From an optimization exercise on the open Yosys and OpenROAD flow, aimed at small area, a short achievable clock period and few clock cycles; shortcuts taken in it are not production practice. At most, simulation tests tie the RTL to the original design; equivalence was not proved. No functional check of the RTL was part of run 4. Power figures rest on the tool's default switching activity, not on a simulated workload.

## flow/run.sh

```bash
#!/bin/bash
# The standard layout with two changes:
#  - plain buf_1 cells as the port buffers, instead of the delay buffers that
#    buffer_ports picks by default;
#  - a222oi_1 is not used: its three-high pull-up stack is slow, and the
#    one-hot multiplexers map to a22oi + nand2 instead.
set -euo pipefail
export BUFFER_PORTS_ARGS="-buffer_cell sky130_fd_sc_hd__buf_1"
cp config.mk own_config.mk
echo 'export DONT_USE_CELLS = sky130_fd_sc_hd__a222oi_1' >> own_config.mk
sed "s#DESIGN_CONFIG=[^ ]*#DESIGN_CONFIG=$PWD/own_config.mk#" standard.sh > own_standard.sh
bash own_standard.sh finish > standard.log 2>&1
```

## standard.sh

```bash
#!/bin/bash
# synth_recipe.tcl (not shown) runs the flow's synth.tcl, then flattens the netlist and writes it again
# the make line also repeats each setting of config.mk as NAME=value (left out here)
make -C /OpenROAD-flow-scripts/flow DESIGN_CONFIG=/design/flow/config.mk WORK_HOME=/design/flow/orfs CLKGATE_MAP_FILE= SYNTH_SCRIPT=/design/flow/synth_recipe.tcl "${@:-finish}"
```

## config.mk

```make
export PLATFORM = sky130hd
export DESIGN_NAME = axi_interconnect
export DESIGN_NICKNAME = axi_interconnect
export VERILOG_FILES = /design/flow/design.v
export SDC_FILE = /design/flow/constraint.sdc
export NUM_CORES = 4
export LEC_CHECK = 0
export ABC_AREA = 1
export CAP_MARGIN = 20
export CORE_AREA = 40 40 160 160
export DIE_AREA = 0 0 200 200
export SETUP_SLACK_MARGIN = 1.7
export SLEW_MARGIN = 20
```

## constraint.sdc

```tcl
create_clock -name core_clock -period 4.5 [get_ports {axi_clk}]
set_input_delay 0.9000 -clock core_clock [delete_from_list [all_inputs] [get_ports {axi_clk}]]
set_output_delay 0.9000 -clock core_clock [all_outputs]
set_load 0.01 [all_outputs]
```

## design.v

```verilog
package axi_ic_pkg;
    localparam int ID_W    = 4;
    localparam int CID_W   = 4;
    localparam int SID_W   = CID_W + ID_W;
    localparam int ADDR_W  = 32;
    localparam int DATA_W  = 32;
    localparam int LEN_W   = 8;
    localparam int N_MST   = 3;
    localparam int N_SLV   = 3;
    localparam int SEL_LSB = 30;      
    localparam int FIFO_AW = 2;
    localparam logic [1:0] RESP_OKAY   = 2'b00;
    localparam logic [1:0] RESP_DECERR = 2'b11;
    localparam int MAR_W = ID_W + ADDR_W + LEN_W + 3 + 2;
    localparam int SAR_W = SID_W + ADDR_W + LEN_W + 3 + 2;
    localparam int SR_W  = SID_W + DATA_W + 2 + 1;
    localparam int MR_W  = ID_W + DATA_W + 2 + 1;
endpackage
module axi_fifo_sync #(
    parameter int W = 1
) (
    input  logic         clk,
    input  logic         arst_n,
    input  logic         wr_vld,
    input  logic [W-1:0] wr_din,
    input  logic         rd_rdy,
    output logic         wr_rdy,
    output logic         rd_vld,
    output logic [W-1:0] rd_dout
);
    localparam int FIFO_AW = axi_ic_pkg::FIFO_AW;
    logic [W-1:0]       mem [1 << FIFO_AW];
    logic [FIFO_AW-1:0] wr_ptr;
    logic [FIFO_AW-1:0] rd_ptr;
    logic [FIFO_AW:0]   count;
    logic               push;
    logic               pop;
    assign wr_rdy  = !count[FIFO_AW];        
    assign rd_vld  = (count != '0);
    assign rd_dout = mem[rd_ptr];
    assign push    = wr_vld && wr_rdy;
    assign pop     = rd_vld && rd_rdy;
    always_ff @(posedge clk or negedge arst_n) begin
        if (!arst_n) begin
            wr_ptr <= '0;
            rd_ptr <= '0;
            count  <= '0;
        end else begin
            if (push) begin
                wr_ptr <= wr_ptr + 1'b1;
            end
            if (pop) begin
                rd_ptr <= rd_ptr + 1'b1;
            end
            case ({push, pop})
                2'b10:   count <= count + 1'b1;
                2'b01:   count <= count - 1'b1;
                default: count <= count;     
            endcase
        end
    end
    always_ff @(posedge clk) begin
        if (push) begin
            mem[wr_ptr] <= wr_din;
        end
    end
endmodule
module ar_router (
    input  logic                                                  clk,
    input  logic                                                  arst_n,
    input  logic [axi_ic_pkg::N_MST-1:0]                          m_vld,
    input  logic [axi_ic_pkg::N_MST*axi_ic_pkg::MAR_W-1:0]        m_ar,
    input  logic [axi_ic_pkg::N_SLV:0]                            s_rdy,
    input  logic                                                  err_done,  
    output logic [axi_ic_pkg::N_MST-1:0]                          m_rdy,
    output logic [axi_ic_pkg::N_SLV:0]                            s_vld,
    output logic [(axi_ic_pkg::N_SLV+1)*axi_ic_pkg::SAR_W-1:0]    s_ar,
    output logic [axi_ic_pkg::N_MST-1:0]                          err_src    
);
    localparam int N_MST   = axi_ic_pkg::N_MST;
    localparam int N_SLV   = axi_ic_pkg::N_SLV;
    localparam int ID_W    = axi_ic_pkg::ID_W;
    localparam int CID_W   = axi_ic_pkg::CID_W;
    localparam int ADDR_W  = axi_ic_pkg::ADDR_W;
    localparam int SEL_LSB = axi_ic_pkg::SEL_LSB;
    localparam int MAR_W   = axi_ic_pkg::MAR_W;
    localparam int SAR_W   = axi_ic_pkg::SAR_W;
    localparam int SEL_W   = ADDR_W - SEL_LSB;
    localparam int REST_W  = MAR_W - ID_W;     
    logic [N_SLV:0][N_MST-1:0] hit;          
    logic [N_SLV:0][N_MST-1:0] req;
    logic [N_SLV:0][N_MST-1:0] cand;         
    logic [N_SLV:0][N_MST-1:0] cand_x;       
    logic [N_SLV:0][N_MST-1:0] cand_rst;
    logic [N_SLV:0]            step;         
    for (genvar t = 0; t < N_SLV + 1; t++) begin : g_tgt
        for (genvar i = 0; i < N_MST; i++) begin : g_mst
            assign hit[t][i] = (m_ar[i*MAR_W + REST_W - 1 -: SEL_W] == SEL_W'(t));
            assign req[t][i] = m_vld[i] && hit[t][i];
        end
    end
    assign err_src = cand[N_SLV];
    always_comb begin
        for (int t = 0; t < N_SLV + 1; t++) begin
            s_vld[t] = |(cand[t] & req[t]);
            s_ar[t*SAR_W +: SAR_W] = '0;
            for (int i = 0; i < N_MST; i++) begin
                if (cand[t][i]) begin
                    s_ar[t*SAR_W +: SAR_W] = s_ar[t*SAR_W +: SAR_W]
                                           | {CID_W'(i + 1), m_ar[i*MAR_W +: MAR_W]};
                end
            end
        end
    end
    always_comb begin
        for (int i = 0; i < N_MST; i++) begin
            m_rdy[i] = 1'b0;
            for (int t = 0; t < N_SLV + 1; t++) begin
                if (cand[t][i] && hit[t][i] && s_rdy[t]) begin
                    m_rdy[i] = 1'b1;
                end
            end
        end
    end
    for (genvar t = 0; t < N_SLV; t++) begin : g_step
        assign step[t] = |(req[t] & ~cand[t]) && !(s_vld[t] && !s_rdy[t]);
    end
    assign step[N_SLV] = |(req[N_SLV] & ~cand[N_SLV])
                      && (s_rdy[N_SLV] ? !s_vld[N_SLV] : err_done);
    for (genvar t = 0; t < N_SLV + 1; t++) begin : g_cand
        assign cand_rst[t] = N_MST'(1) << (t % N_MST);
        assign cand[t]     = cand_x[t] ^ cand_rst[t];
    end
    always_ff @(posedge clk or negedge arst_n) begin
        if (!arst_n) begin
            cand_x <= '0;
        end else begin
            for (int t = 0; t < N_SLV + 1; t++) begin
                if (step[t]) begin
                    cand_x[t] <= {cand[t][N_MST-2:0], cand[t][N_MST-1]} ^ cand_rst[t];
                end
            end
        end
    end
endmodule
module decerr_slave (
    input  logic                         clk,
    input  logic                         arst_n,
    input  logic                         ar_vld,
    input  logic [axi_ic_pkg::SAR_W-1:0] ar,
    input  logic [axi_ic_pkg::N_MST-1:0] ar_src,   
    input  logic                         r_rdy,
    output logic                         ar_rdy,
    output logic                         r_vld,
    output logic [axi_ic_pkg::SR_W-1:0]  r,
    output logic [axi_ic_pkg::N_MST-1:0] r_dst,    
    output logic                         r_done    
);
    localparam int N_MST  = axi_ic_pkg::N_MST;
    localparam int ID_W   = axi_ic_pkg::ID_W;
    localparam int CID_W  = axi_ic_pkg::CID_W;
    localparam int LEN_W  = axi_ic_pkg::LEN_W;
    localparam int DATA_W = axi_ic_pkg::DATA_W;
    localparam int SAR_W  = axi_ic_pkg::SAR_W;
    logic             busy;
    logic [LEN_W-1:0] beats_left;
    logic [ID_W-1:0]  id_q;
    logic             last;
    assign ar_rdy = !busy;
    assign r_vld  = busy;
    assign r_dst  = ar_src;
    assign r_done = r_vld && r_rdy && last;
    assign last   = (beats_left == '0);
    assign r = {CID_W'(0), id_q, DATA_W'(0), axi_ic_pkg::RESP_DECERR, last};
    always_ff @(posedge clk or negedge arst_n) begin
        if (!arst_n) begin
            busy <= 1'b0;
        end else if (ar_vld && ar_rdy) begin
            busy <= 1'b1;
        end else if (r_done) begin
            busy <= 1'b0;
        end
    end
    always_ff @(posedge clk) begin
        if (ar_vld && ar_rdy) begin
            id_q       <= ar[SAR_W-CID_W-1 -: ID_W];
            beats_left <= ar[5 +: LEN_W];    
        end else if (r_vld && r_rdy) begin
            beats_left <= beats_left - 1'b1;
        end
    end
endmodule
module r_router (
    input  logic                                               clk,
    input  logic                                               arst_n,
    input  logic [axi_ic_pkg::N_SLV:0]                         s_vld,
    input  logic [(axi_ic_pkg::N_SLV+1)*axi_ic_pkg::SR_W-1:0]  s_r,
    input  logic [axi_ic_pkg::N_MST-1:0]                       err_dst,   
    input  logic [axi_ic_pkg::N_MST-1:0]                       m_rdy,
    output logic [axi_ic_pkg::N_SLV:0]                         s_rdy,
    output logic [axi_ic_pkg::N_MST-1:0]                       m_vld,
    output logic [axi_ic_pkg::N_MST*axi_ic_pkg::MR_W-1:0]      m_r
);
    localparam int N_MST = axi_ic_pkg::N_MST;
    localparam int N_SLV = axi_ic_pkg::N_SLV;
    localparam int N_SRC = N_SLV + 1;
    localparam int CID_W = axi_ic_pkg::CID_W;
    localparam int SR_W  = axi_ic_pkg::SR_W;
    localparam int MR_W  = axi_ic_pkg::MR_W;
    logic [N_MST-1:0][N_SLV:0] hit;          
    logic [N_MST-1:0][N_SLV:0] req;
    logic [N_MST-1:0][N_SLV:0] cand;         
    logic [N_MST-1:0][N_SLV:0] cand_x;       
    logic [N_MST-1:0][N_SLV:0] cand_rst;
    logic [N_MST-1:0]          step;         
    logic [N_MST-1:0]          lock;         
    logic [N_MST-1:0]          done;         
    for (genvar m = 0; m < N_MST; m++) begin : g_mst
        for (genvar s = 0; s < N_SLV; s++) begin : g_src
            assign hit[m][s] = (s_r[s*SR_W + SR_W - CID_W +: 2] == 2'(m + 1));
        end
        assign hit[m][N_SLV] = err_dst[m];
        assign req[m] = hit[m] & s_vld;
    end
    always_comb begin
        for (int m = 0; m < N_MST; m++) begin
            m_vld[m] = |(cand[m] & req[m]);
            m_r[m*MR_W +: MR_W] = '0;
            for (int s = 0; s < N_SRC; s++) begin
                if (cand[m][s]) begin
                    m_r[m*MR_W +: MR_W] = m_r[m*MR_W +: MR_W] | s_r[s*SR_W +: MR_W];    
                end
            end
            done[m] = m_vld[m] && m_rdy[m] && m_r[m*MR_W];
        end
        for (int s = 0; s < N_SRC; s++) begin
            s_rdy[s] = 1'b0;
            for (int m = 0; m < N_MST; m++) begin
                if (cand[m][s] && hit[m][s] && m_rdy[m]) begin
                    s_rdy[s] = 1'b1;
                end
            end
        end
    end
    for (genvar m = 0; m < N_MST; m++) begin : g_step
        assign step[m] = |(req[m] & ~cand[m]) && (done[m] || !(lock[m] || m_vld[m]));
    end
    for (genvar m = 0; m < N_MST; m++) begin : g_cand
        assign cand_rst[m] = N_SRC'(1) << m;
        assign cand[m]     = cand_x[m] ^ cand_rst[m];
    end
    always_ff @(posedge clk or negedge arst_n) begin
        if (!arst_n) begin
            lock   <= '0;
            cand_x <= '0;
        end else begin
            for (int m = 0; m < N_MST; m++) begin
                if (done[m]) begin
                    lock[m] <= 1'b0;
                end else if (m_vld[m]) begin
                    lock[m] <= 1'b1;
                end
                if (step[m]) begin
                    cand_x[m] <= {cand[m][N_SLV-1:0], cand[m][N_SLV]} ^ cand_rst[m];
                end
            end
        end
    end
endmodule
module axi_interconnect (
    input  logic                                         axi_clk,
    input  logic                                         arst_n,
    input  logic [axi_ic_pkg::N_MST*axi_ic_pkg::ID_W-1:0]   m_axi_arid,
    input  logic [axi_ic_pkg::N_MST*axi_ic_pkg::ADDR_W-1:0] m_axi_araddr,
    input  logic [axi_ic_pkg::N_MST*axi_ic_pkg::LEN_W-1:0]  m_axi_arlen,
    input  logic [axi_ic_pkg::N_MST*3-1:0]                  m_axi_arsize,
    input  logic [axi_ic_pkg::N_MST*2-1:0]                  m_axi_arburst,
    input  logic [axi_ic_pkg::N_MST-1:0]                    m_axi_arvalid,
    output logic [axi_ic_pkg::N_MST-1:0]                    m_axi_arready,
    output logic [axi_ic_pkg::N_MST*axi_ic_pkg::ID_W-1:0]   m_axi_rid,
    output logic [axi_ic_pkg::N_MST*axi_ic_pkg::DATA_W-1:0] m_axi_rdata,
    output logic [axi_ic_pkg::N_MST*2-1:0]                  m_axi_rresp,
    output logic [axi_ic_pkg::N_MST-1:0]                    m_axi_rlast,
    output logic [axi_ic_pkg::N_MST-1:0]                    m_axi_rvalid,
    input  logic [axi_ic_pkg::N_MST-1:0]                    m_axi_rready,
    output logic [axi_ic_pkg::N_SLV*axi_ic_pkg::SID_W-1:0]  s_axi_arid,
    output logic [axi_ic_pkg::N_SLV*axi_ic_pkg::ADDR_W-1:0] s_axi_araddr,
    output logic [axi_ic_pkg::N_SLV*axi_ic_pkg::LEN_W-1:0]  s_axi_arlen,
    output logic [axi_ic_pkg::N_SLV*3-1:0]                  s_axi_arsize,
    output logic [axi_ic_pkg::N_SLV*2-1:0]                  s_axi_arburst,
    output logic [axi_ic_pkg::N_SLV-1:0]                    s_axi_arvalid,
    input  logic [axi_ic_pkg::N_SLV-1:0]                    s_axi_arready,
    input  logic [axi_ic_pkg::N_SLV*axi_ic_pkg::SID_W-1:0]  s_axi_rid,
    input  logic [axi_ic_pkg::N_SLV*axi_ic_pkg::DATA_W-1:0] s_axi_rdata,
    input  logic [axi_ic_pkg::N_SLV*2-1:0]                  s_axi_rresp,
    input  logic [axi_ic_pkg::N_SLV-1:0]                    s_axi_rlast,
    input  logic [axi_ic_pkg::N_SLV-1:0]                    s_axi_rvalid,
    output logic [axi_ic_pkg::N_SLV-1:0]                    s_axi_rready
);
    localparam int N_MST  = axi_ic_pkg::N_MST;
    localparam int N_SLV  = axi_ic_pkg::N_SLV;
    localparam int ID_W   = axi_ic_pkg::ID_W;
    localparam int SID_W  = axi_ic_pkg::SID_W;
    localparam int ADDR_W = axi_ic_pkg::ADDR_W;
    localparam int DATA_W = axi_ic_pkg::DATA_W;
    localparam int LEN_W  = axi_ic_pkg::LEN_W;
    localparam int MAR_W  = axi_ic_pkg::MAR_W;
    localparam int SAR_W  = axi_ic_pkg::SAR_W;
    localparam int SR_W   = axi_ic_pkg::SR_W;
    localparam int MR_W   = axi_ic_pkg::MR_W;
    logic [N_MST*MAR_W-1:0]     m_ar_q;
    logic [N_MST-1:0]           m_ar_vld;
    logic [N_MST-1:0]           m_ar_rdy;
    logic [(N_SLV+1)*SAR_W-1:0] s_ar_d;      
    logic [N_SLV:0]             s_ar_vld;
    logic [N_SLV:0]             s_ar_rdy;
    logic [(N_SLV+1)*SR_W-1:0]  s_r_q;
    logic [N_SLV:0]             s_r_vld;
    logic [N_SLV:0]             s_r_rdy;
    logic [N_MST*MR_W-1:0]      m_r_d;
    logic [N_MST-1:0]           m_r_vld;
    logic [N_MST-1:0]           m_r_rdy;
    logic [N_MST-1:0]           err_src;     
    logic [N_MST-1:0]           err_dst;     
    logic                       err_done;    
    for (genvar i = 0; i < N_MST; i++) begin : g_mst
        assign m_ar_q[i*MAR_W +: MAR_W] = {m_axi_arid[i*ID_W +: ID_W], m_axi_araddr[i*ADDR_W +: ADDR_W],
                                           m_axi_arlen[i*LEN_W +: LEN_W], m_axi_arsize[i*3 +: 3],
                                           m_axi_arburst[i*2 +: 2]};
        assign m_ar_vld[i]      = m_axi_arvalid[i];
        assign m_axi_arready[i] = m_ar_rdy[i];
        assign {m_axi_rid[i*ID_W +: ID_W], m_axi_rdata[i*DATA_W +: DATA_W],
                m_axi_rresp[i*2 +: 2], m_axi_rlast[i]} = m_r_d[i*MR_W +: MR_W];
        assign m_axi_rvalid[i]  = m_r_vld[i] && arst_n;      
        assign m_r_rdy[i]       = m_axi_rready[i];
    end
    for (genvar i = 0; i < N_SLV; i++) begin : g_slv
        assign {s_axi_arid[i*SID_W +: SID_W], s_axi_araddr[i*ADDR_W +: ADDR_W],
                s_axi_arlen[i*LEN_W +: LEN_W], s_axi_arsize[i*3 +: 3],
                s_axi_arburst[i*2 +: 2]} = s_ar_d[i*SAR_W +: SAR_W];
        assign s_axi_arvalid[i] = s_ar_vld[i] && arst_n;     
        assign s_ar_rdy[i]      = s_axi_arready[i];
        assign s_r_q[i*SR_W +: SR_W] = {s_axi_rid[i*SID_W +: SID_W], s_axi_rdata[i*DATA_W +: DATA_W],
                                        s_axi_rresp[i*2 +: 2], s_axi_rlast[i]};
        assign s_r_vld[i]       = s_axi_rvalid[i];
        assign s_axi_rready[i]  = s_r_rdy[i];
    end
    ar_router u_ar_router (
        .clk    (axi_clk),
        .arst_n (arst_n),
        .m_vld  (m_ar_vld),
        .m_ar   (m_ar_q),
        .s_rdy  (s_ar_rdy),
        .err_done(err_done),
        .m_rdy  (m_ar_rdy),
        .s_vld  (s_ar_vld),
        .s_ar   (s_ar_d),
        .err_src(err_src)
    );
    decerr_slave u_decerr_slave (
        .clk    (axi_clk),
        .arst_n (arst_n),
        .ar_vld (s_ar_vld[N_SLV]),
        .ar     (s_ar_d[N_SLV*SAR_W +: SAR_W]),
        .ar_src (err_src),
        .r_rdy  (s_r_rdy[N_SLV]),
        .ar_rdy (s_ar_rdy[N_SLV]),
        .r_vld  (s_r_vld[N_SLV]),
        .r      (s_r_q[N_SLV*SR_W +: SR_W]),
        .r_dst  (err_dst),
        .r_done (err_done)
    );
    r_router u_r_router (
        .clk    (axi_clk),
        .arst_n (arst_n),
        .s_vld  (s_r_vld),
        .s_r    (s_r_q),
        .err_dst(err_dst),
        .m_rdy  (m_r_rdy),
        .s_rdy  (s_r_rdy),
        .m_vld  (m_r_vld),
        .m_r    (m_r_d)
    );
endmodule
```

==> flow_summary.yaml, run 1 <==
floorplanning:
  die-area_um2: 40000
  rows: 43
  io_pins: 578
  start_util_pct: 57.7
  core_area_um2: 14000
  die_x_um: 200
  die_h_um: 200
setup_path:
  reg2reg_slack_ns: 2.25
  startpoint_type: "primary input"
  path_class: "in -> out"
  path_max_fanout: 4
  cp.arrival_ns: 1.92
  required_ns: 3.60
  worstReg2RegEnd: "u_decerr_slave.beats_left[3]"
  cp-startpoint: "s_axi_rid[5]"
  end_kind: "primary output"
  r2r_cells: 4
  worstReg2RegStart: "u_ar_router.cand_x[10]"
  crit_end: "m_axi_rvalid[1]"
timing:
  slew-limit-headroom_pct: 44.8
  hold_viol: 0
  fin_crit_ns: 2.82
  skew_ns: 0.00521
  tightest_slew_ns: 0.828
  setup-violations-final: 0
  timing.setup.tns_ns: 0
  clock.fmax_mhz: 354
  rsz0062_at_grt: "yes"
  timing.final.ws_setup_ns: 1.68
  period_share_pct: 62.7
  slew_viol_final: 0
power_and_ir_drop:
  p_int_mw: 2.40
  pwr_density_cell_nw_per_um2: 758
  p_comb_share_pct: 79.8
  leakage_nw: 3.74
  sw_frac_of_total_pct: 66.1
  seq_power_share_pct: 14.1
  switching_power_mw: 4.69
  clockPowerShare_pct: 6.2
  ir_drop_v: 0.000370
synthesis:
  synth_flop_cell: "dfrtp_1"
  netlist_top_cells_area: "a22oi_1 (24%), o21ai_0 (16%), buf_4 (15%)"
  ys_types: 36
  postSynthCellCount: 1289
  synthArstFlopShare_pct: 70.0
  yosysMostFrequentCell: "o21ai_0"
  synth_warnings: 3
  netlist_area_um2: 8080
  yosys.area.top_type: "a22oi_1"
  synth-edff-count: 12
  synthTopCellsByCount: "o21ai_0 (255), a22oi_1 (254), buf_4 (161)"
  netlist.area_leader.share_pct: 23.6
  postSynthAreaPerCell_um2: 6.26
  synth_seq_cells: 40
  ys_seq_area_share_pct: 13.1
clock_network:
  cts_root_buf: "clkbuf_16"
  cts_tree: "done"
  postCtsHoldBufs: 0
  path_clk_slew_ns: 0.06
  clock-sinks: 40
  htree_levels: 2
  tritoncts.num_buffers: 5
  clkLatencyLatePin_ns: 0.28
  clockBufferDepth: 2
hold_path:
  hp-class: "in -> async"
global_routing:
  grt_first_pass_wirelength_um: 88900
  grt_max_degree: 51
  grt_pass1_vias: 10712
  antenna_found_initial: 25
  gr-total-overflow: 0
  grt_use_total_pct: 28.5
layout:
  final_util_pct: 66.9
  drive_gt1_share_pct: 5.89
  nets: 1921
  final_area_um2: 9350
  area_growth_pct: 15.8
  fill_cells: 1396
detailed_routing:
  wl_um: 66600
  drtIter0Drc: 2279
  wl_per_cell_um: 36.4
  vias_per_cell: 6.54
  vias: 11972
  postRouteAntennaNets: 0
  dr.pass1.iters: 8
  route.detailed.drc: 0
flow_run:
  cap_violations: 0
place:
  dp_hpwl_um: 56500
  post-place-ws_ns: 1.49
  numPortBuffers: 565
  place_area_um2: 8940
  routabilityCongestion: 1.00
status:
  outcome: "timing/DRC/antenna clean"
[stage by stage]
step / instances / power (mW) / hold slack, ns
finish: 1830 / 7.09 / 0.508
global route: 1818 / 7.57 / 0.517
CTS: 1808 / 7.05 / 0.537
detailed placement: 1795 / 6.50 / 0.508
global placement: 1795 / 6.50 / 0.498
floorplan: 1294 / 4.76 / 0.475
[power groups by stage]
| stage | combinational, mW | sequential [mW] | clock, mW |
|---|---|---|---|
| floorplan | 4.15 | 0.610 | 0 |
| global placement | 5.55 | 0.953 | 0 |
| detailed placement | 5.54 | 0.958 | 0 |
| CTS | 5.65 | 0.959 | 0.435 |
| global route | 6.10 | 1.01 | 0.455 |
| finish | 5.65 | 0.998 | 0.437 |
[flip-flops by register name, summed over array words and instances (netlist names)]
name / flops
u_decerr_slave.busy: 1
u_ar_router.cand_x: 12
u_decerr_slave.id_q: 4
u_decerr_slave.beats_left: 8
u_r_router.lock: 3
u_r_router.cand_x: 12
[critical path, stage by stage]
cell	delay, ns
buf_1	0.20
inv_2	0.05
nor2_2	0.13
nand3_1	0.07
and2_1	0.18
a21oi_1	0.20
buf_4	0.18
[what timing repair did]
action / in CTS / in global routing
setup endpoints to repair: 148 / 39
setup buffers: 3 / 2
gates cloned: 2 / 0
resized for setup: 29 / 28
[cell families (layout without fill, tap and decap cells)]
kind of cell,Yosys count,count (layout),share of synthesized area [%]
compound gates,581,581,44.7
flops,40,40,13.1
fa+ha+maj,2,2,0.310
xor+xnor,6,6,0.651
buf+inv,409,745,26.9
other cells,1,26,0.0464
simple gates,250,250,14.3
[routing by layer]
layer | track usage, % | vias to the layer above | part of all wire [%]
li1 | - | 5192 | -
met1 | 26.2 | 5482 | 30
met2 | 47.8 | 1076 | 48
met3 | 20.5 | 194 | 19
met4 | 10.7 | 28 | 3.6
met5 | 0 | - | 0.25
[cell type report]
| class | instances | area [um^2] | share of cell area (%) |
|---|---|---|---|
| inverter | 153 | 606 | 6.48 |
| timing repair buffer | 582 | 2320 | 24.8 |
| multi-input combinational | 845 | 4870 | 52.1 |
| clock buffer | 7 | 154 | 1.65 |
| tap | 180 | 225 | 2.41 |
| timing repair inverter | 2 | 12.5 | 0.134 |
| sequential | 40 | 1080 | 11.5 |
| clock inverter | 1 | 30.0 | 0.321 |
| antenna | 20 | 50.0 | 0.535 |
[worst min path at each step]
stage                     startpoint  slack [ns]                     to
2_1_floorplan  u_ar_router.cand_x[5]        0.47  u_ar_router.cand_x[5]
3_3_place_gp   u_ar_router.cand_x[5]        0.50  u_ar_router.cand_x[5]
3_5_place_dp   u_ar_router.cand_x[5]        0.51  u_ar_router.cand_x[5]
4_1_cts        u_ar_router.cand_x[9]        0.54  u_ar_router.cand_x[9]
5_1_grt                       arst_n        0.52     u_r_router.lock[0]
6_report                      arst_n        0.51     u_r_router.lock[0]
[layout by cell type (no fill, tap or decap), types with 7 or more instances in the layout]
cell / count
a21oi_1: 21
a22oi_1: 254
buf_1: 541
buf_2: 11
buf_4: 15
clkbuf_2: 9
dfrtp_1: 21
diode_2: 20
edfxtp_1: 12
inv_1: 132
inv_2: 12
nand2_1: 114
nand3_1: 64
nand4_1: 30
nor2_1: 23
nor2_2: 7
o21ai_0: 254
o21ai_1: 24
o22ai_1: 12
Testbench counts, summed over its fixed seeds: cycles 7,526.
==> run 2: changes to the inputs <==
--- a/config.mk
+++ b/config.mk
@@ -9,5 +9,5 @@
 export CAP_MARGIN = 20
 export CORE_AREA = 40 40 160 160
 export DIE_AREA = 0 0 200 200
-export SETUP_SLACK_MARGIN = 1.7
+export SETUP_SLACK_MARGIN = 1.8
 export SLEW_MARGIN = 20
==> run 2 against run 1 <==
Net effect: via count up 0.18%; largest power group unchanged; critical endpoint unchanged; clock skew shrank 0.00091 ns; global-route usage is essentially flat; critical path type unchanged; synthesized cell count is the same; count of clock-buffer cells in the layout unchanged.
==> flow_summary.yaml, run 2 <==
setup_path:
  required_ns: 3.60
  reg2reg_slack_ns: 2.24
  worstReg2RegStart: "u_ar_router.cand_x[10]"
  cp.arrival_ns: 1.87
  startpoint_type: "primary input"
  r2r_cells: 4
  path_class: "in -> out"
  path_max_fanout: 3
  worstReg2RegEnd: "u_decerr_slave.beats_left[3]"
  end_kind: "primary output"
synthesis:
  synth-edff-count: 12
  netlist.area_leader.share_pct: 23.6
  netlist_area_um2: 8080
  ys_seq_area_share_pct: 13.1
  synthTopCellsByCount: "o21ai_0 (255), a22oi_1 (254), buf_4 (161)"
  synth_flop_cell: "dfrtp_1"
  yosys.area.top_type: "a22oi_1"
  yosysMostFrequentCell: "o21ai_0"
  postSynthAreaPerCell_um2: 6.26
  postSynthCellCount: 1289
  synth_seq_cells: 40
  netlist_top_cells_area: "a22oi_1 (24%), o21ai_0 (16%), buf_4 (15%)"
  ys_types: 36
  synth_warnings: 3
  synthArstFlopShare_pct: 70.0
global_routing:
  use_met3_pct: 19.6
  grt_pass1_vias: 10714
  gr-total-overflow: 0
  grt_busiest_layer: "met2"
  grt_first_pass_wirelength_um: 88900
  use_met2_pct: 47.6
  grt_max_degree: 51
  grt_util_met1_pct: 26.7
  grt_use_total_pct: 28.5
  antenna_found_initial: 25
floorplanning:
  die_x_um: 200
  die_h_um: 200
  core_area_um2: 14000
  rows: 43
  io_pins: 578
  die-area_um2: 40000
  start_util_pct: 57.7
detailed_routing:
  vias_per_cell: 6.52
  wl_um: 67200
  route.detailed.drc: 0
  dr.pass1.iters: 8
  drtIter0Drc: 2190
  vias: 11994
  postRouteAntennaNets: 0
  wl_per_cell_um: 36.5
clock_network:
  clockBufferDepth: 2
  clkLatencyLatePin_ns: 0.28
  tritoncts.num_buffers: 5
  cts_root_buf: "clkbuf_16"
  path_clk_slew_ns: 0.06
  clock-sinks: 40
  htree_levels: 2
  cts_tree: "done"
  postCtsHoldBufs: 0
layout:
  nets: 1923
  final_common_cell: "buf_1"
  drive_gt1_share_pct: 7.72
  top_regs: "u_ar_router.cand_x (12), u_r_router.cand_x (12), u_decerr_slave.beats_left (8)"
  final_area_um2: 9530
  area_growth_pct: 18.1
  final_cell_mix: "buf_1 (531), o21ai_0 (255), a22oi_1 (254), inv_1 (129), nand2_1 (114)"
timing:
  skew_ns: 0.00430
  tightest_slew_ns: 0.843
  slew_viol_final: 0
  rsz0062_at_grt: "yes"
  fin_crit_ns: 2.77
  timing.final.ws_setup_ns: 1.73
  hold_viol: 0
  setup-violations-final: 0
  period_share_pct: 61.5
  clock.fmax_mhz: 361
  slew-limit-headroom_pct: 43.8
  timing.setup.tns_ns: 0
status:
  outcome: "timing/DRC/antenna clean"
place:
  place_area_um2: 8940
  dp_hpwl_um: 56500
  post-place-ws_ns: 1.49
  routabilityCongestion: 1.00
  numPortBuffers: 565
power_and_ir_drop:
  totalPowerFinal_mw: 7.19
  pwr_density_cell_nw_per_um2: 754
  leakage_nw: 3.83
  ir_drop_v: 0.000406
flow_run:
  cap_violations: 0
hold_path:
  hp-class: "in -> async"
run 2: cell counts after synthesis:
Identical to the previous run, type by type.
run 2: cell type report:
type	instances	area [um^2]
inverters	153	609
repair inverters	2	15.0
clock inverters	1	30.0
diodes	27	67.6
repair buffers	584	2400
clock buffers	7	154
fillers	1371	4460
well taps	180	225
multi-input cells	845	4950
flip-flops and latches	40	1080
run 2: report_power, final:
part           total, mW  leakage, nW  internal, mW  switching, mW
Combinational       5.80         3.30          1.62           4.17
Sequential         0.955        0.441         0.543          0.413
Clock              0.436       0.0894         0.296          0.140
run 2: what timing repair did:
item,CTS,global route
gates resized for setup,45,60
pin swaps,0,3
setup buffers,3,4
setup endpoints to repair,248,99
gates cloned,2,0
run 2: logic make-up (layout without fill, tap and decap cells):
kind of cell,Yosys count,count (layout),synth area share (%)
adders and majority gates,2,2,0.310
and+or+nand+nor,250,250,14.3
xor gates and xnor gates,6,6,0.651
other,1,33,0.0464
DFF,40,40,13.1
buffers and inverters,409,747,26.9
AOI/OAI and AO/OA,581,581,44.7
run 2: per-stage QoR:
| step | instances | hold WS (ns) | utilization (%) |
|---|---|---|---|
| after global routing | 1823 | 0.521 | 67.9 |
| final | 1839 | 0.510 | 68.1 |
| after CTS | 1808 | 0.537 | 66.2 |
| after global placement | 1795 | 0.498 | 63.9 |
| after detailed placement | 1795 | 0.508 | 63.9 |
| after floorplan | 1294 | 0.475 | - |
run 2: how the worst max path moves through the flow:
stage                                  end  depth (start not counted)  slack [ns]        startpoint
after floorplan           m_axi_arready[0]                          3        1.97  m_axi_araddr[30]
after global placement    s_axi_arvalid[2]                          8        1.49  m_axi_araddr[63]
after detailed placement  s_axi_arvalid[2]                          8        1.49  m_axi_araddr[63]
after CTS                  m_axi_rvalid[1]                          8        1.60     s_axi_rid[21]
after global routing       m_axi_rvalid[1]                          8        1.68     s_axi_rid[21]
final                      m_axi_rvalid[1]                          8        1.73     s_axi_rid[21]
run 2: critical path, cell delays in order:
cell     delay [ns]
buf_1          0.14
inv_2          0.08
nor2_2         0.13
nand3_1        0.11
nand2_1        0.09
inv_1          0.07
a21oi_2        0.18
buf_4          0.17
run 2: metal layers:
metal | vias to the layer above | part of all wire [%]
met5 | - | 0.21
met4 | 22 | 3.8
met3 | 188 | 19
li1 | 5207 | -
met2 | 1094 | 47
met1 | 5483 | 29
==> run 3: changes to the inputs <==
==> flow/run.sh (replaced) <==
#!/bin/bash
# The standard layout with two changes:
#  - plain buf_2 cells as the port buffers, instead of the delay buffers that
#    buffer_ports picks by default;
#  - a222oi_1 is not used: its three-high pull-up stack is slow, and the
#    one-hot multiplexers map to a22oi + nand2 instead.
set -euo pipefail
export BUFFER_PORTS_ARGS="-buffer_cell sky130_fd_sc_hd__buf_2"
cp config.mk own_config.mk
echo 'export DONT_USE_CELLS = sky130_fd_sc_hd__a222oi_1' >> own_config.mk
sed "s#DESIGN_CONFIG=[^ ]*#DESIGN_CONFIG=$PWD/own_config.mk#" standard.sh > own_standard.sh
bash own_standard.sh finish > standard.log 2>&1
--- a/config.mk
+++ b/config.mk
@@ -9,5 +9,5 @@
 export CAP_MARGIN = 20
 export CORE_AREA = 40 40 160 160
 export DIE_AREA = 0 0 200 200
-export SETUP_SLACK_MARGIN = 1.8
+export SETUP_SLACK_MARGIN = 1.7
 export SLEW_MARGIN = 20
==> run 3 against run 2 <==
Net effect: sequential share of layout area shrank 0.60 points; final area grew 5.6%; cell count grew 0.87%; still clean on timing, DRC and antenna; non-clock buffer count shrank 3; routed wire length grew 2.1%; sequential cell count is the same; critical endpoint is now m_axi_rdata[32]; highest routed layer unchanged; sequential power grew 6%; synthesized area is the same; via count grew 2.6%; count of clock-buffer cells in the layout is the same; register-to-register slack gained 0.20 ns.
==> flow_summary.yaml, run 3 <==
detailed_routing:
  dr.pass1.iters: 7
  vias: 12308
  wl_um: 68600
  drtIter0Drc: 2287
  postRouteAntennaNets: 0
  vias_per_cell: 6.64
  wl_per_cell_um: 37.0
  route.detailed.drc: 0
layout:
  nets: 1919
  final_cell_mix: "buf_2 (565), o21ai_0 (255), a22oi_1 (254), inv_1 (134), nand2_1 (114)"
  final_common_cell: "buf_2"
  top_regs: "u_ar_router.cand_x (12), u_r_router.cand_x (12), u_decerr_slave.beats_left (8)"
  drive_gt1_share_pct: 39.2
  area_growth_pct: 24.7
status:
  outcome: "timing/DRC/antenna clean"
floorplanning:
  die_h_um: 200
  rows: 43
  start_util_pct: 57.7
  die-area_um2: 40000
  io_pins: 578
  die_x_um: 200
  core_area_um2: 14000
synthesis:
  netlist.area_leader.share_pct: 23.6
  postSynthCellCount: 1289
  synthArstFlopShare_pct: 70.0
  netlist_area_um2: 8080
  synth_flop_cell: "dfrtp_1"
  yosys.area.top_type: "a22oi_1"
  postSynthAreaPerCell_um2: 6.26
  synth_seq_cells: 40
  synthTopCellsByCount: "o21ai_0 (255), a22oi_1 (254), buf_4 (161)"
  yosysMostFrequentCell: "o21ai_0"
  netlist_top_cells_area: "a22oi_1 (24%), o21ai_0 (16%), buf_4 (15%)"
  ys_seq_area_share_pct: 13.1
  synth_warnings: 3
  synth-edff-count: 12
  ys_types: 36
power_and_ir_drop:
  totalPowerFinal_mw: 7.49
  pwr_density_cell_nw_per_um2: 744
  ir_drop_v: 0.000383
  leakage_nw: 5.27
setup_path:
  startpoint_type: "flip-flop"
  r2r_cells: 5
  critical_path.cell_chain: "clkinvlp_4 -> buf_4 -> o21ai_0 -> buf_2"
  slowest_stage: "dfrtp_1"
  cp.arrival_ns: 1.85
  reg2reg_slack_ns: 2.44
  cp.buffers_inverters: 3
  end_kind: "primary output"
  path_class: "reg -> out"
  required_ns: 3.60
  critPathTopFamily: "buffers and inverters"
  path_max_fanout: 23
  cp.depth: 4
  slowest_delay_ns: 0.64
clock_network:
  postCtsHoldBufs: 0
  htree_levels: 2
  clkLatencyLatePin_ns: 0.28
  cts_tree: "done"
  tritoncts.num_buffers: 5
  cts_root_buf: "clkbuf_16"
  path_clk_slew_ns: 0.06
  clockBufferDepth: 2
  clock-sinks: 40
place:
  dp_hpwl_um: 57600
  post-place-ws_ns: 1.70
  numPortBuffers: 565
  routabilityCongestion: 1.00
timing:
  slew_viol_final: 0
  tightest_slew_ns: 0.583
  hold_viol: 0
  setup-violations-final: 0
  clock.fmax_mhz: 364
  fin_crit_ns: 2.75
  hold-worst-slack_ns: 0.509
  slew-limit-headroom_pct: 61.2
  rsz0062_at_grt: "no"
  period_share_pct: 61.1
  skew_ns: 0.00392
  timing.setup.tns_ns: 0
  timing.final.ws_setup_ns: 1.75
global_routing:
  grt_max_degree: 54
  gr-total-overflow: 0
  grt_first_pass_wirelength_um: 90400
  antenna_found_initial: 54
  grt_use_total_pct: 29.0
  grt_pass1_vias: 10742
flow_run:
  cap_violations: 0
hold_path:
  hp-class: "in -> async"
-- run 3: worst paths after layout --
| kind | start | endpoint |
|---|---|---|
| worst max-delay path | u_r_router.cand_x[6] | m_axi_rdata[32] |
| worst min-delay path | arst_n | u_r_router.lock[0] |
| worst max register to register | u_ar_router.cand_x[9] | u_decerr_slave.beats_left[3] |
| worst min register to register | u_ar_router.cand_x[5] | u_ar_router.cand_x[5] |
| max in group asynchronous | arst_n | u_ar_router.cand_x[1] |
| min in group core_clock | u_ar_router.cand_x[5] | u_ar_router.cand_x[5] |
-- run 3: metal layers --
layer | vias to the layer above | part of all wire (%) | global-route usage, %
li1 | 5223 | - | -
met1 | 5657 | 29 | 26.5
met2 | 1133 | 48 | 48.0
met3 | 247 | 19 | 21.4
met4 | 48 | 4.0 | 11.8
met5 | - | 0.43 | 0
-- run 3: per-stage QoR --
stage,utilization [%],area [um^2],cells
6_report,72.0,10100,1855
5_1_grt,71.6,10000,1834
4_1_cts,70.5,9860,1804
3_5_place_dp,68.9,9640,1794
3_3_place_gp,68.9,9640,1794
2_1_floorplan,-,8090,1294
-- run 3: layout make-up --
| type | instances | area, um^2 |
|---|---|---|
| tap | 180 | 225 |
| sequential | 40 | 1080 |
| timing repair buffer | 581 | 2990 |
| timing repair inverter | 1 | 7.51 |
| clock buffer | 7 | 164 |
| inverter | 153 | 597 |
| antenna | 47 | 118 |
| fill | 1336 | 3920 |
| clock inverter | 1 | 8.76 |
| multi-input combinational | 845 | 4880 |
-- run 3: timing repair --
action / CTS / global route
gates cloned: 1 / 0
endpoints found under the setup margin: 116 / 20
setup buffers: 1 / 4
gates resized for setup: 13 / 11
-- run 3: cell families (layout without fill, tap and decap cells) --
logic type | after synthesis | after routing | share of synthesized area [%]
buffers and inverters | 409 | 743 | 26.9
AND/OR/NAND/NOR | 250 | 250 | 14.3
adder cells (fa/ha/maj) | 2 | 2 | 0.310
XOR/XNOR | 6 | 6 | 0.651
flip-flops | 40 | 40 | 13.1
other | 1 | 53 | 0.0464
AO/OA/AOI/OAI | 581 | 581 | 44.7
-- run 3: where the power goes --
group,total (mW),internal [mW],switching (mW)
Clock,0.404,0.255,0.149
Combinational,6.07,1.94,4.14
Sequential,1.01,0.542,0.472
==> run 4: changes to the inputs <==
--- a/design.v
+++ b/design.v
@@ -90,9 +90,10 @@
     logic [N_SLV:0][N_MST-1:0] hit;          
     logic [N_SLV:0][N_MST-1:0] req;
     logic [N_SLV:0][N_MST-1:0] cand;         
-    logic [N_SLV:0][N_MST-1:0] cand_x;       
-    logic [N_SLV:0][N_MST-1:0] cand_rst;
     logic [N_SLV:0]            step;         
+    localparam int LO_W = SAR_W / 2;
+    localparam int HI_W = SAR_W - LO_W;
+    logic [N_SLV-1:0][N_MST-1:0] candn;
     for (genvar t = 0; t < N_SLV + 1; t++) begin : g_tgt
         for (genvar i = 0; i < N_MST; i++) begin : g_mst
             assign hit[t][i] = (m_ar[i*MAR_W + REST_W - 1 -: SEL_W] == SEL_W'(t));
@@ -103,11 +104,21 @@
     always_comb begin
         for (int t = 0; t < N_SLV + 1; t++) begin
             s_vld[t] = |(cand[t] & req[t]);
-            s_ar[t*SAR_W +: SAR_W] = '0;
-            for (int i = 0; i < N_MST; i++) begin
-                if (cand[t][i]) begin
+            if (t < N_SLV) begin
+                s_ar[t*SAR_W +: LO_W]         = '0;
+                s_ar[t*SAR_W + LO_W +: HI_W]  = '1;
+                for (int i = 0; i < N_MST; i++) begin
+                    s_ar[t*SAR_W +: LO_W] = s_ar[t*SAR_W +: LO_W]
+                        | ({LO_W{cand[t][i]}} & m_ar[i*MAR_W +: LO_W]);
+                    s_ar[t*SAR_W + LO_W +: HI_W] = s_ar[t*SAR_W + LO_W +: HI_W]
+                        & ({HI_W{candn[t % N_SLV][i]}}
+                           | {CID_W'(i + 1), m_ar[i*MAR_W + LO_W +: MAR_W - LO_W]});
+                end
+            end else begin
+                s_ar[t*SAR_W +: SAR_W] = '0;
+                for (int i = 0; i < N_MST; i++) begin
                     s_ar[t*SAR_W +: SAR_W] = s_ar[t*SAR_W +: SAR_W]
-                                           | {CID_W'(i + 1), m_ar[i*MAR_W +: MAR_W]};
+                        | ({SAR_W{cand[t][i]}} & {CID_W'(i + 1), m_ar[i*MAR_W +: MAR_W]});
                 end
             end
         end
@@ -127,17 +138,23 @@
     end
     assign step[N_SLV] = |(req[N_SLV] & ~cand[N_SLV])
                       && (s_rdy[N_SLV] ? !s_vld[N_SLV] : err_done);
-    for (genvar t = 0; t < N_SLV + 1; t++) begin : g_cand
-        assign cand_rst[t] = N_MST'(1) << (t % N_MST);
-        assign cand[t]     = cand_x[t] ^ cand_rst[t];
-    end
     always_ff @(posedge clk or negedge arst_n) begin
         if (!arst_n) begin
-            cand_x <= '0;
+            for (int t = 0; t < N_SLV + 1; t++) begin
+                cand[t] <= N_MST'(1) << (t % N_MST);
+            end
+            for (int t = 0; t < N_SLV; t++) begin
+                candn[t] <= ~(N_MST'(1) << (t % N_MST));
+            end
         end else begin
             for (int t = 0; t < N_SLV + 1; t++) begin
                 if (step[t]) begin
-                    cand_x[t] <= {cand[t][N_MST-2:0], cand[t][N_MST-1]} ^ cand_rst[t];
+                    cand[t] <= {cand[t][N_MST-2:0], cand[t][N_MST-1]};
+                end
+            end
+            for (int t = 0; t < N_SLV; t++) begin
+                if (step[t]) begin
+                    candn[t] <= {candn[t][N_MST-2:0], candn[t][N_MST-1]};
                 end
             end
         end
@@ -210,9 +227,10 @@
     logic [N_MST-1:0][N_SLV:0] hit;          
     logic [N_MST-1:0][N_SLV:0] req;
     logic [N_MST-1:0][N_SLV:0] cand;         
-    logic [N_MST-1:0][N_SLV:0] cand_x;       
-    logic [N_MST-1:0][N_SLV:0] cand_rst;
     logic [N_MST-1:0]          step;         
+    localparam int HI_LSB = 3 + 16;          
+    localparam int HI_W   = 16;
+    logic [N_MST-1:0][N_SLV-1:0] candn;
     logic [N_MST-1:0]          lock;         
     logic [N_MST-1:0]          done;         
     for (genvar m = 0; m < N_MST; m++) begin : g_mst
@@ -227,9 +245,13 @@
             m_vld[m] = |(cand[m] & req[m]);
             m_r[m*MR_W +: MR_W] = '0;
             for (int s = 0; s < N_SRC; s++) begin
-                if (cand[m][s]) begin
-                    m_r[m*MR_W +: MR_W] = m_r[m*MR_W +: MR_W] | s_r[s*SR_W +: MR_W];    
-                end
+                m_r[m*MR_W +: MR_W] = m_r[m*MR_W +: MR_W]
+                    | ({MR_W{cand[m][s]}} & s_r[s*SR_W +: MR_W]);    
+            end
+            m_r[m*MR_W + HI_LSB +: HI_W] = ~{HI_W{cand[m][N_SLV]}};
+            for (int s = 0; s < N_SLV; s++) begin
+                m_r[m*MR_W + HI_LSB +: HI_W] = m_r[m*MR_W + HI_LSB +: HI_W]
+                    & ({HI_W{candn[m][s]}} | s_r[s*SR_W + HI_LSB +: HI_W]);
             end
             done[m] = m_vld[m] && m_rdy[m] && m_r[m*MR_W];
         end
@@ -245,14 +267,13 @@
     for (genvar m = 0; m < N_MST; m++) begin : g_step
         assign step[m] = |(req[m] & ~cand[m]) && (done[m] || !(lock[m] || m_vld[m]));
     end
-    for (genvar m = 0; m < N_MST; m++) begin : g_cand
-        assign cand_rst[m] = N_SRC'(1) << m;
-        assign cand[m]     = cand_x[m] ^ cand_rst[m];
-    end
     always_ff @(posedge clk or negedge arst_n) begin
         if (!arst_n) begin
-            lock   <= '0;
-            cand_x <= '0;
+            for (int m = 0; m < N_MST; m++) begin
+                lock[m]  <= 1'b0;
+                cand[m]  <= N_SRC'(1) << m;
+                candn[m] <= ~(N_SLV'(1) << m);
+            end
         end else begin
             for (int m = 0; m < N_MST; m++) begin
                 if (done[m]) begin
@@ -261,7 +282,8 @@
                     lock[m] <= 1'b1;
                 end
                 if (step[m]) begin
-                    cand_x[m] <= {cand[m][N_SLV-1:0], cand[m][N_SLV]} ^ cand_rst[m];
+                    cand[m]  <= {cand[m][N_SLV-1:0], cand[m][N_SLV]};
+                    candn[m] <= {candn[m][N_SLV-2:0], !cand[m][N_SLV]};
                 end
             end
         end
==> flow/run.sh (replaced) <==
#!/bin/bash
# The standard layout with two changes:
#  - plain buf_1 cells as the port buffers, instead of the delay buffers that
#    buffer_ports picks by default;
#  - a222oi_1 is not used: its three-high pull-up stack is slow, and the
#    one-hot multiplexers map to a22oi + nand2 instead.
set -euo pipefail
export BUFFER_PORTS_ARGS="-buffer_cell sky130_fd_sc_hd__buf_1"
cp config.mk own_config.mk
echo 'export DONT_USE_CELLS = sky130_fd_sc_hd__a222oi_1' >> own_config.mk
sed "s#DESIGN_CONFIG=[^ ]*#DESIGN_CONFIG=$PWD/own_config.mk#" standard.sh > own_standard.sh
bash own_standard.sh finish > standard.log 2>&1
--- a/config.mk
+++ b/config.mk
@@ -5,9 +5,8 @@
 export SDC_FILE = /design/flow/constraint.sdc
 export NUM_CORES = 4
 export LEC_CHECK = 0
-export ABC_AREA = 1
 export CAP_MARGIN = 20
-export CORE_AREA = 40 40 160 160
+export CORE_AREA = 25 25 175 175
 export DIE_AREA = 0 0 200 200
-export SETUP_SLACK_MARGIN = 1.7
+export SETUP_SLACK_MARGIN = 1.6
 export SLEW_MARGIN = 20
==> run 4 against run 3 <==
Net effect: still clean on timing, DRC and antenna; setup slack got worse by 0.19 ns; die area is the same; critical path depth grew 1; first-iteration DRC count fell by 45%; cell count up 7.5%; global-route usage down 4.6 points; final area is 2.6% higher; combinational power fell by 88%; sequential cell count increased by 18; synthesized cell count up 7.7%; power shrank 71%; critical path type is now in -> out; largest cell class unchanged; largest power group unchanged.
==> flow_summary.yaml, run 4 <==
global_routing:
  gr-total-overflow: 0
  grt_use_total_pct: 24.4
  grt_first_pass_wirelength_um: 78000
  antenna_found_initial: 8
  grt_pass1_vias: 11023
  grt_max_degree: 34
setup_path:
  slowest_delay_ns: 0.32
  critical_path.cell_chain: "buf_2 -> nand3b_1 -> or2_2 -> a21oi_1 -> buf_1"
  cp.buffers_inverters: 2
  path_max_fanout: 14
  end_kind: "primary output"
  required_ns: 3.60
  worstReg2RegStart: "u_decerr_slave.beats_left[0]"
  reg2reg_slack_ns: 2.11
  r2r_cells: 8
  cp-startpoint: "m_axi_araddr[30]"
  startpoint_type: "primary input"
  critPathTopFamily: "simple AND/OR/NAND/NOR gates"
  cp.arrival_ns: 2.04
  slowest_stage: "or2_2"
  path_class: "in -> out"
  worstReg2RegEnd: "u_r_router.cand[8]"
clock_network:
  postCtsHoldBufs: 0
  htree_levels: 3
  clockBufferDepth: 2
  tritoncts.num_buffers: 9
  cts_tree: "done"
  cts_root_buf: "clkbuf_16"
  clkLatencyLatePin_ns: 0.32
  path_clk_slew_ns: 0.06
  clock-sinks: 58
timing:
  hold_viol: 0
  setup-violations-final: 0
  clock.fmax_mhz: 340
  fin_crit_ns: 2.94
  slew_viol_final: 0
  tightest_slew_ns: 0.706
  timing.setup.tns_ns: 0
  skew_ns: 0.00907
  slew-limit-headroom_pct: 52.9
  rsz0062_at_grt: "yes"
  period_share_pct: 65.4
power_and_ir_drop:
  pwr_density_cell_nw_per_um2: 212
  leakage_nw: 4.12
  p_int_mw: 1.32
  seq_power_share_pct: 32.0
  ir_drop_v: 0.000176
  p_comb_share_pct: 34.3
  sw_frac_of_total_pct: 39.7
  switching_power_mw: 0.870
  totalPowerFinal_mw: 2.19
  clockPowerShare_pct: 33.7
synthesis:
  postSynthAreaPerCell_um2: 6.49
  synth_seq_cells: 58
  yosysMostFrequentCell: "nand2_1"
  netlist_top_cells_area: "a22oi_1 (14%), buf_4 (13%), nand2_1 (13%)"
  netlist.area_leader.share_pct: 14.0
  postSynthCellCount: 1388
  synth_warnings: 3
  ys_seq_area_share_pct: 17.0
  yosys.area.top_type: "a22oi_1"
  synth-edff-count: 12
  ys_types: 56
  synth_flop_cell: "dfrtp_1"
  synthArstFlopShare_pct: 79.3
  netlist_area_um2: 9010
  synthTopCellsByCount: "nand2_1 (310), nor2_1 (209), a22oi_1 (168)"
detailed_routing:
  vias: 11774
  wl_um: 55400
  drtIter0Drc: 1263
  vias_per_cell: 5.90
  dr.pass1.iters: 6
  route.detailed.drc: 0
  wl_per_cell_um: 27.8
  postRouteAntennaNets: 0
layout:
  top_regs: "u_ar_router.cand (12), u_r_router.cand (12)"
  drive_gt1_share_pct: 7.27
  final_cell_mix: "buf_1 (562), nand2_1 (310), nor2_1 (209), a22oi_1 (168), o22ai_1 (122)"
  final_util_pct: 47.0
  area_growth_pct: 14.6
  nets: 1993
  fill_cells: 2447
  final_common_cell: "buf_1"
place:
  dp_hpwl_um: 44400
  routabilityCongestion: 0.923
  numPortBuffers: 571
floorplanning:
  start_util_pct: 41.0
  core_area_um2: 22000
  io_pins: 578
  die-area_um2: 40000
  rows: 54
  die_h_um: 200
  die_x_um: 200
status:
  outcome: "timing/DRC/antenna clean"
flow_run:
  cap_violations: 0
hold_path:
  hp-class: "in -> async"
==> run 4: changes by cell type after synthesis, moves of 17 or more <==
| cell | change |
|---|---|
| o21ai_0 | -247 |
| nand2_1 | +196 |
| nor2_1 | +183 |
| inv_1 | -125 |
| o22ai_1 | +110 |
| a22oi_1 | -86 |
| nand3_1 | -49 |
| nor3_1 | +49 |
| mux2_2 | +30 |
| clkbuf_1 | +28 |
| nand4_1 | -23 |
| o21ai_1 | -23 |
| dfstp_2 | +19 |
| inv_2 | -17 |
==> run 4: worst max path at each step <==
stage / depth (start not counted) / slack, ns / endpoint
5_1_grt: 5 / 1.49 / s_axi_arvalid[2]
3_5_place_dp: 5 / 1.34 / s_axi_arvalid[2]
3_3_place_gp: 5 / 1.38 / s_axi_arvalid[2]
4_1_cts: 5 / 1.54 / s_axi_arvalid[2]
2_1_floorplan: 4 / 1.97 / m_axi_rvalid[2]
6_report: 5 / 1.56 / s_axi_arvalid[2]
==> run 4: worst reg2reg max path, delay by kind of cell (launching register included) <==
kind	cells	cell delay, ns
AOI/OAI and AO/OA	2	0.62
and+or+nand+nor	2	0.41
muxes	1	0.34
buffers and inverters	2	0.30
adders and majority gates	1	0.15
DFF	1	0.44
==> run 4: kinds of logic after synthesis <==
family,share of synthesized area [%]
AO/OA/AOI/OAI,27.4
XOR/XNOR,0.583
adder cells (fa/ha/maj),0.278
buffers and inverters,19.3
flip-flops,17.0
multiplexers,5.30
AND/OR/NAND/NOR,30.1
==> run 4: through the flow <==
stage / area, um^2 / worst slack, ns / hold slack (ns) / std cells
3_5_place_dp: 9880 / 1.34 / 0.507 / 1966
4_1_cts: 10200 / 1.54 / 0.473 / 1982
6_report: 10300 / 1.56 / 0.479 / 1995
3_3_place_gp: 9880 / 1.38 / 0.495 / 1966
5_1_grt: 10300 / 1.49 / 0.480 / 1994
2_1_floorplan: 9010 / 1.97 / 0.477 / 1388
==> run 4: what timing repair did <==
| item | in CTS | in global routing |
|---|---|---|
| setup buffers | 0 | 4 |
| hold endpoints to repair | 0 | 0 |
| setup endpoints to repair | 18 | 21 |
| resized for setup | 20 | 12 |
| pin swaps | 0 | 0 |
==> run 4: layout make-up <==
type	count	area (um^2)	area share, %
antenna	9	22.5	0.218
clock buffer	9	225	2.18
clock inverter	7	103	0.993
inverter	11	41.3	0.400
multi-input combinational	1037	5750	55.6
sequential	58	1580	15.3
tap	280	350	3.39
timing repair buffer	584	2260	21.9
==> run 4: power groups by stage <==
stage                     clock network, mW  logic [mW]  registers [mW]
final                                 0.739       0.752           0.702
after global routing                  0.786       0.838           0.701
after CTS                             0.756       0.760           0.697
after detailed placement                  0       0.758           0.701
after global placement                    0       0.749           0.699
after floorplan                           0       0.652           0.570
==> run 4: metal layers <==
| layer | global-route usage, % | wire length (um) |
|---|---|---|
| met5 | 0 | 0 |
| met4 | 6.49 | 929 |
| met3 | 9.14 | 6350 |
| met1 | 26.9 | 19900 |
| met2 | 42.7 | 28300 |

==> afterwards: timing with drivers on the ports <==
The flow's constraints put no driver on any port. The routed layouts listed below were extracted and timed again, unchanged, in two steps.
Step 1 assumes that a clkbuf_16 drives the clock port and a buf_2 every other input.
Step 2 times the ports against the registers' clock, not the clock port: input delays grow and output delays shrink by t, the midpoint of the rising clock arrivals with the driver on.
a / b / c = ideal / step 1 / step 2; a / b = the first two.
| run | t (ns) | slack for setup (ns) | hold slack, ns | worst data-port slew with drivers (ns) |
|---|---|---|---|---|
| run 1 | 0.334 | 1.678 / 1.632 / 1.632 | 0.508 / 0.542 / 0.542 | 0.14 |
| run 2 | 0.332 | 1.733 / 1.688 / 1.688 | 0.510 / 0.544 / 0.544 | 0.15 |
| run 3 | 0.328 | 1.751 / 1.690 / 1.690 | 0.509 / 0.525 / 0.525 | 0.18 |
| run 4 | 0.361 | 1.556 / 1.512 / 1.512 | 0.479 / 0.521 / 0.521 | 0.12 |
After both steps setup and hold are still met in every run listed. For run 3, which loses most, drivers alone change the setup slack by -0.061 ns; drivers and shift together by -0.061 ns.
